Context: an optimization exercise on an open-source flow, tuned for a short achievable clock period and few clock cycles per item. The choices shown serve that exercise and are no tape-out recipe. Function was checked by simulation only, so behaviour that the tests miss may differ from the original. No activity file was given, so power comes from the tool's default toggle rates.

Setup of 01-04:
==> flow/design.v (excerpt) <==
module stack_cpu #(
    parameter int DATA_LEN    = stack_cpu_pkg::data_len,
    parameter int ADDR_LEN    = stack_cpu_pkg::addr_len,
    parameter int STACK_DEPTH = 8
) (
    input  logic                             clk,
    input  logic                             rstn,
    input  logic                             start,
    input  stack_cpu_pkg::opcode_t           opcode,
    input  stack_cpu_pkg::data_word_t        operand,
    output logic                             done,
    output stack_cpu_pkg::data_word_t        stack_top,
    output logic [$clog2(STACK_DEPTH+1)-1:0] stack_count,
    output logic                             fault
);
For scale: about 4100 cells after synthesis, roughly 29 I/O pins.
==> module data_ram, before the edit <==
module data_ram #(
    parameter int DATA_LEN = stack_cpu_pkg::data_len
) (
    input  logic                      clk,
    input  logic                      wr_en,
    input  stack_cpu_pkg::mem_addr_t  addr,
    input  stack_cpu_pkg::data_word_t wr_data,
    output stack_cpu_pkg::data_word_t rd_data,
    output logic                      rd_hit,
    output stack_cpu_pkg::data_word_t wb_word
);
    logic [DATA_LEN-1:0] lvl [9][256];    
    logic                wb_valid;
    logic [7:0]          wb_addr;
    logic [DATA_LEN-1:0] wb_data;
    logic [15:0]         wb_hi, wb_lo;    
    always_ff @(posedge clk) begin
        wb_valid <= wr_en;
        wb_addr  <= addr;
        wb_data  <= wr_data;
        wb_hi    <= wr_en ? (16'd1 << addr[7:4]) : 16'd0;
        wb_lo    <= wr_en ? (16'd1 << addr[3:0]) : 16'd0;
    end
    for (genvar w = 0; w < 256; w++) begin : g_word
        logic [DATA_LEN-1:0] q;
        always_ff @(posedge clk) begin
            if (wb_hi[w / 16] && wb_lo[w % 16]) begin
                q <= wb_data;
            end
        end
        assign lvl[0][w] = q;
    end
    for (genvar l = 0; l < 8; l++) begin : g_lvl
        for (genvar i = 0; i < (256 >> (l + 1)); i++) begin : g_mux
            assign lvl[l+1][i] = addr[l] ? lvl[l][2*i+1] : lvl[l][2*i];
        end
    end
    assign rd_data = lvl[8][0];
    assign rd_hit  = wb_valid && wb_addr == addr;
    assign wb_word = wb_data;
endmodule
==> module stack_cpu, before the edit <==
module stack_cpu #(
    parameter int DATA_LEN    = stack_cpu_pkg::data_len,
    parameter int ADDR_LEN    = stack_cpu_pkg::addr_len,
    parameter int STACK_DEPTH = 8
) (
    input  logic                             clk,
    input  logic                             rstn,
    input  logic                             start,
    input  stack_cpu_pkg::opcode_t           opcode,
    input  stack_cpu_pkg::data_word_t        operand,
    output logic                             done,
    output stack_cpu_pkg::data_word_t        stack_top,
    output logic [$clog2(STACK_DEPTH+1)-1:0] stack_count,
    output logic                             fault
);
    localparam int CNT_W = $clog2(STACK_DEPTH + 1);
    logic is_push, is_load, is_store, is_alu;
    logic full, empty, lt2, full_q, empty_q, lt2_q;
    logic push_ok, load_ok, pop_op;
    logic [DATA_LEN-1:0] rest_q, top_n_q, ld_q, ld_n_q, alu_n_q;
    logic [DATA_LEN-1:0] top_i, top_d, second, rd_data, alu_r;
    logic [DATA_LEN-1:0] ld_d, alu_d, keep_d, wb_word;
    logic                rd_hit;
    logic [CNT_W-1:0]    count_q, count_n_q, count, count_d;
    assign done = start;
    assign is_push  = start && opcode == stack_cpu_pkg::OP_PUSH;
    assign is_load  = start && opcode == stack_cpu_pkg::OP_LOAD;
    assign is_store = start && opcode == stack_cpu_pkg::OP_STORE;
    assign is_alu   = start && opcode[3:2] == 2'b10;
    assign full  = full_q;
    assign empty = empty_q;
    assign lt2   = lt2_q;
    assign push_ok = (is_push || is_load) && !full;
    assign load_ok = is_load && !full;
    assign pop_op  = is_store || is_alu;
    assign stack_top   = ld_q | rest_q;
    assign stack_count = count_q;
    assign count       = ~count_n_q;
    always_comb begin
        count_d = count;
        if (push_ok) begin
            count_d = count + 1'b1;
        end else if (is_store) begin
            if (!empty) count_d = count - 1'b1;
        end else if (is_alu) begin
            if (!lt2) count_d = count - 1'b1;
            else      count_d = CNT_W'(1);
        end
    end
    assign top_i = ~(ld_n_q & alu_n_q & top_n_q);
    stack_alu_unit #(.DATA_LEN(DATA_LEN)) u_alu (
        .a(second), .b(top_i), .op(opcode[1:0]), .r(alu_r)
    );
    stack_memory #(.DATA_LEN(DATA_LEN), .STACK_DEPTH(STACK_DEPTH)) u_stack (
        .clk(clk), .rstn(rstn), .push(push_ok), .pop(pop_op),
        .top(top_i), .second(second)
    );
    data_ram #(.DATA_LEN(DATA_LEN)) u_ram (
        .clk(clk), .wr_en(is_store), .addr(operand), .wr_data(top_i),
        .rd_data(rd_data), .rd_hit(rd_hit), .wb_word(wb_word)
    );
    always_comb begin
        top_d = top_i;
        if (load_ok && rd_hit) begin
            top_d = wb_word;
        end else if (is_push && !full) begin
            top_d = operand;
        end else if (is_store) begin
            top_d = second;
        end
    end
    assign ld_d   = (load_ok && !rd_hit) ? rd_data : '0;
    assign alu_d  = is_alu ? alu_r : '0;
    assign keep_d = ((load_ok && !rd_hit) || is_alu) ? '0 : top_d;
    always_ff @(posedge clk or negedge rstn) begin
        if (!rstn) begin
            ld_n_q  <= '1;
            alu_n_q <= '1;
            top_n_q <= '1;
        end else begin
            ld_n_q  <= ~ld_d;
            alu_n_q <= ~alu_d;
            top_n_q <= ~keep_d;
        end
    end
    always_ff @(posedge clk or negedge rstn) begin
        if (!rstn) begin
            rest_q <= '0;
            ld_q   <= '0;
            count_q   <= '0;
            count_n_q <= '1;
            full_q    <= 1'b0;
            empty_q   <= 1'b1;
            lt2_q     <= 1'b1;
            fault  <= 1'b0;
        end else begin
            rest_q <= alu_d | keep_d;
            ld_q   <= ld_d;
            count_q   <= count_d;
            count_n_q <= ~count_d;
            full_q    <= count_d == CNT_W'(STACK_DEPTH);
            empty_q   <= count_d == '0;
            lt2_q     <= count_d < CNT_W'(2);
            if (((is_push || is_load) && full) || (is_store && empty) || (is_alu && lt2)) begin
                fault <= 1'b1;
            end
        end
    end
endmodule
==> flow/config.mk <==
export PLATFORM = sky130hd
export DESIGN_NAME = stack_cpu
export DESIGN_NICKNAME = stack_cpu
export VERILOG_FILES = /design/flow/design.v
export SDC_FILE = /design/flow/constraint.sdc
export NUM_CORES = 4
export LEC_CHECK = 0
export CAP_MARGIN = 20
export CORE_MARGIN = 2
export CORE_UTILIZATION = 60
export PLACE_DENSITY = 0.7
export SETUP_SLACK_MARGIN = 2.4
export SLEW_MARGIN = 20
==> flow/constraint.sdc <==
create_clock -name core_clock -period 5.0 [get_ports {clk}]
set_input_delay 1.0000 -clock core_clock [delete_from_list [all_inputs] [get_ports {clk}]]
set_output_delay 1.0000 -clock core_clock [all_outputs]
set_load 0.01 [all_outputs]
run.sh (not shown) runs the stock make flow with config.mk's settings and CLKGATE_MAP_FILE= SYNTH_SCRIPT=/design/flow/synth_recipe.tcl, a recipe that flattens the netlist after the stock synthesis.
Testbench counts of 01-04, summed over its fixed seeds: cycles 16,008, instrs 16,000.
The following lists how 08-15 was set up differently from 01-04:
--- a/flow/design.v
+++ b/flow/design.v
@@ -59,15 +59,13 @@
     parameter int DATA_LEN = stack_cpu_pkg::data_len
 ) (
     input  logic                      clk,
     input  logic                      wr_en,
     input  stack_cpu_pkg::mem_addr_t  addr,
     input  stack_cpu_pkg::data_word_t wr_data,
-    output stack_cpu_pkg::data_word_t rd_data,
-    output logic                      rd_hit,
-    output stack_cpu_pkg::data_word_t wb_word
+    output stack_cpu_pkg::data_word_t rd_data
 );
     logic [DATA_LEN-1:0] lvl [9][256];    
     logic                wb_valid;
     logic [7:0]          wb_addr;
     logic [DATA_LEN-1:0] wb_data;
     logic [15:0]         wb_hi, wb_lo;    
@@ -89,15 +87,13 @@
     end
     for (genvar l = 0; l < 8; l++) begin : g_lvl
         for (genvar i = 0; i < (256 >> (l + 1)); i++) begin : g_mux
             assign lvl[l+1][i] = addr[l] ? lvl[l][2*i+1] : lvl[l][2*i];
         end
     end
-    assign rd_data = lvl[8][0];
-    assign rd_hit  = wb_valid && wb_addr == addr;
-    assign wb_word = wb_data;
+    assign rd_data = (wb_valid && wb_addr == addr) ? wb_data : lvl[8][0];
 endmodule
 `timescale 1ns/1ps
 `timescale 1ns/1ps
 module stack_alu_unit #(
     parameter int DATA_LEN = stack_cpu_pkg::data_len
 ) (
@@ -162,31 +158,30 @@
     output stack_cpu_pkg::data_word_t        stack_top,
     output logic [$clog2(STACK_DEPTH+1)-1:0] stack_count,
     output logic                             fault
 );
     localparam int CNT_W = $clog2(STACK_DEPTH + 1);
     logic is_push, is_load, is_store, is_alu;
-    logic full, empty, lt2, full_q, empty_q, lt2_q;
+    logic full, empty, lt2;
     logic push_ok, load_ok, pop_op;
-    logic [DATA_LEN-1:0] rest_q, top_n_q, ld_q, ld_n_q, alu_n_q;
+    logic [DATA_LEN-1:0] top_q, top_n_q, ld_q, ld_n_q, alu_q, alu_n_q;
     logic [DATA_LEN-1:0] top_i, top_d, second, rd_data, alu_r;
-    logic [DATA_LEN-1:0] ld_d, alu_d, keep_d, wb_word;
-    logic                rd_hit;
+    logic [DATA_LEN-1:0] ld_d, alu_d, keep_d;
     logic [CNT_W-1:0]    count_q, count_n_q, count, count_d;
     assign done = start;
     assign is_push  = start && opcode == stack_cpu_pkg::OP_PUSH;
     assign is_load  = start && opcode == stack_cpu_pkg::OP_LOAD;
     assign is_store = start && opcode == stack_cpu_pkg::OP_STORE;
     assign is_alu   = start && opcode[3:2] == 2'b10;
-    assign full  = full_q;
-    assign empty = empty_q;
-    assign lt2   = lt2_q;
+    assign full  = (count == CNT_W'(STACK_DEPTH));
+    assign empty = (count == '0);
+    assign lt2   = (count < CNT_W'(2));
     assign push_ok = (is_push || is_load) && !full;
     assign load_ok = is_load && !full;
     assign pop_op  = is_store || is_alu;
-    assign stack_top   = ld_q | rest_q;
+    assign stack_top   = ld_q | alu_q | top_q;
     assign stack_count = count_q;
     assign count       = ~count_n_q;
     always_comb begin
         count_d = count;
         if (push_ok) begin
             count_d = count + 1'b1;
@@ -204,27 +199,25 @@
     stack_memory #(.DATA_LEN(DATA_LEN), .STACK_DEPTH(STACK_DEPTH)) u_stack (
         .clk(clk), .rstn(rstn), .push(push_ok), .pop(pop_op),
         .top(top_i), .second(second)
     );
     data_ram #(.DATA_LEN(DATA_LEN)) u_ram (
         .clk(clk), .wr_en(is_store), .addr(operand), .wr_data(top_i),
-        .rd_data(rd_data), .rd_hit(rd_hit), .wb_word(wb_word)
+        .rd_data(rd_data)
     );
     always_comb begin
         top_d = top_i;
-        if (load_ok && rd_hit) begin
-            top_d = wb_word;
-        end else if (is_push && !full) begin
+        if (is_push && !full) begin
             top_d = operand;
         end else if (is_store) begin
             top_d = second;
         end
     end
-    assign ld_d   = (load_ok && !rd_hit) ? rd_data : '0;
+    assign ld_d   = load_ok ? rd_data : '0;
     assign alu_d  = is_alu ? alu_r : '0;
-    assign keep_d = ((load_ok && !rd_hit) || is_alu) ? '0 : top_d;
+    assign keep_d = (load_ok || is_alu) ? '0 : top_d;
     always_ff @(posedge clk or negedge rstn) begin
         if (!rstn) begin
             ld_n_q  <= '1;
             alu_n_q <= '1;
             top_n_q <= '1;
         end else begin
@@ -232,28 +225,24 @@
             alu_n_q <= ~alu_d;
             top_n_q <= ~keep_d;
         end
     end
     always_ff @(posedge clk or negedge rstn) begin
         if (!rstn) begin
-            rest_q <= '0;
+            top_q  <= '0;
             ld_q   <= '0;
+            alu_q  <= '0;
             count_q   <= '0;
             count_n_q <= '1;
-            full_q    <= 1'b0;
-            empty_q   <= 1'b1;
-            lt2_q     <= 1'b1;
             fault  <= 1'b0;
         end else begin
-            rest_q <= alu_d | keep_d;
+            top_q  <= keep_d;
             ld_q   <= ld_d;
+            alu_q  <= alu_d;
             count_q   <= count_d;
             count_n_q <= ~count_d;
-            full_q    <= count_d == CNT_W'(STACK_DEPTH);
-            empty_q   <= count_d == '0;
-            lt2_q     <= count_d < CNT_W'(2);
             if (((is_push || is_load) && full) || (is_store && empty) || (is_alu && lt2)) begin
                 fault <= 1'b1;
             end
         end
     end
 endmodule
==> summary.txt <==
- Diff 08-15..01-04 | synthesized cell count | negligible
- NOTE combinational power 01-04->08-15 increased by more than 10%
- Taking 01-04 as the reference, in 08-15 aggregate routed wire length went down by 1.4%, post-synthesis sequential element count was more or less identical, area added between synthesis and finish went down by 0.70 points, post-route standard cell area excluding fillers was more or less identical, post-layout instance count excluding filler cells went down by about 0.5%.
- Against 01-04 as the reference, 08-15 delivers a higher setup slack of the critical path after layout.
- Between 08-15 and 01-04, the difference in number of sinks driven by the clock tree is negligible.
- Async set-reset flop share out of synthesis delta for 08-15 relative to 01-04: 0.22 points higher
Testbench counts of 08-15, summed over its fixed seeds: cycles 16,008, instrs 16,000.

## port drivers added, routing unchanged
No port has a modelled driver above. Below, the same layouts with a new extraction and two added sets of constraints. Step 1, drivers: a clkbuf_16 drives clk and a buf_2 each remaining input, both assumed. Step 2 also shifts input and output timing later by t, the mid clock arrival at the registers, as if the neighbouring blocks saw the same clock. a / b / c = ideal / step 1 / step 2; a / b = the first two.
| run | shift t [ns] | setup WS [ns] | worst register clock-pin slew, ns |
|---|---|---|---|
| 01-04 | 0.919 | 2.131 / 1.834 / 0.915 | 0.07 / 0.07 |
| 08-15 | 0.922 | 2.174 / 1.858 / 0.936 | 0.07 / 0.07 |
After both steps every run listed still meets setup and hold. For 08-15, which loses most, drivers alone change the setup slack by -0.316 ns; drivers and shift together by -1.238 ns.
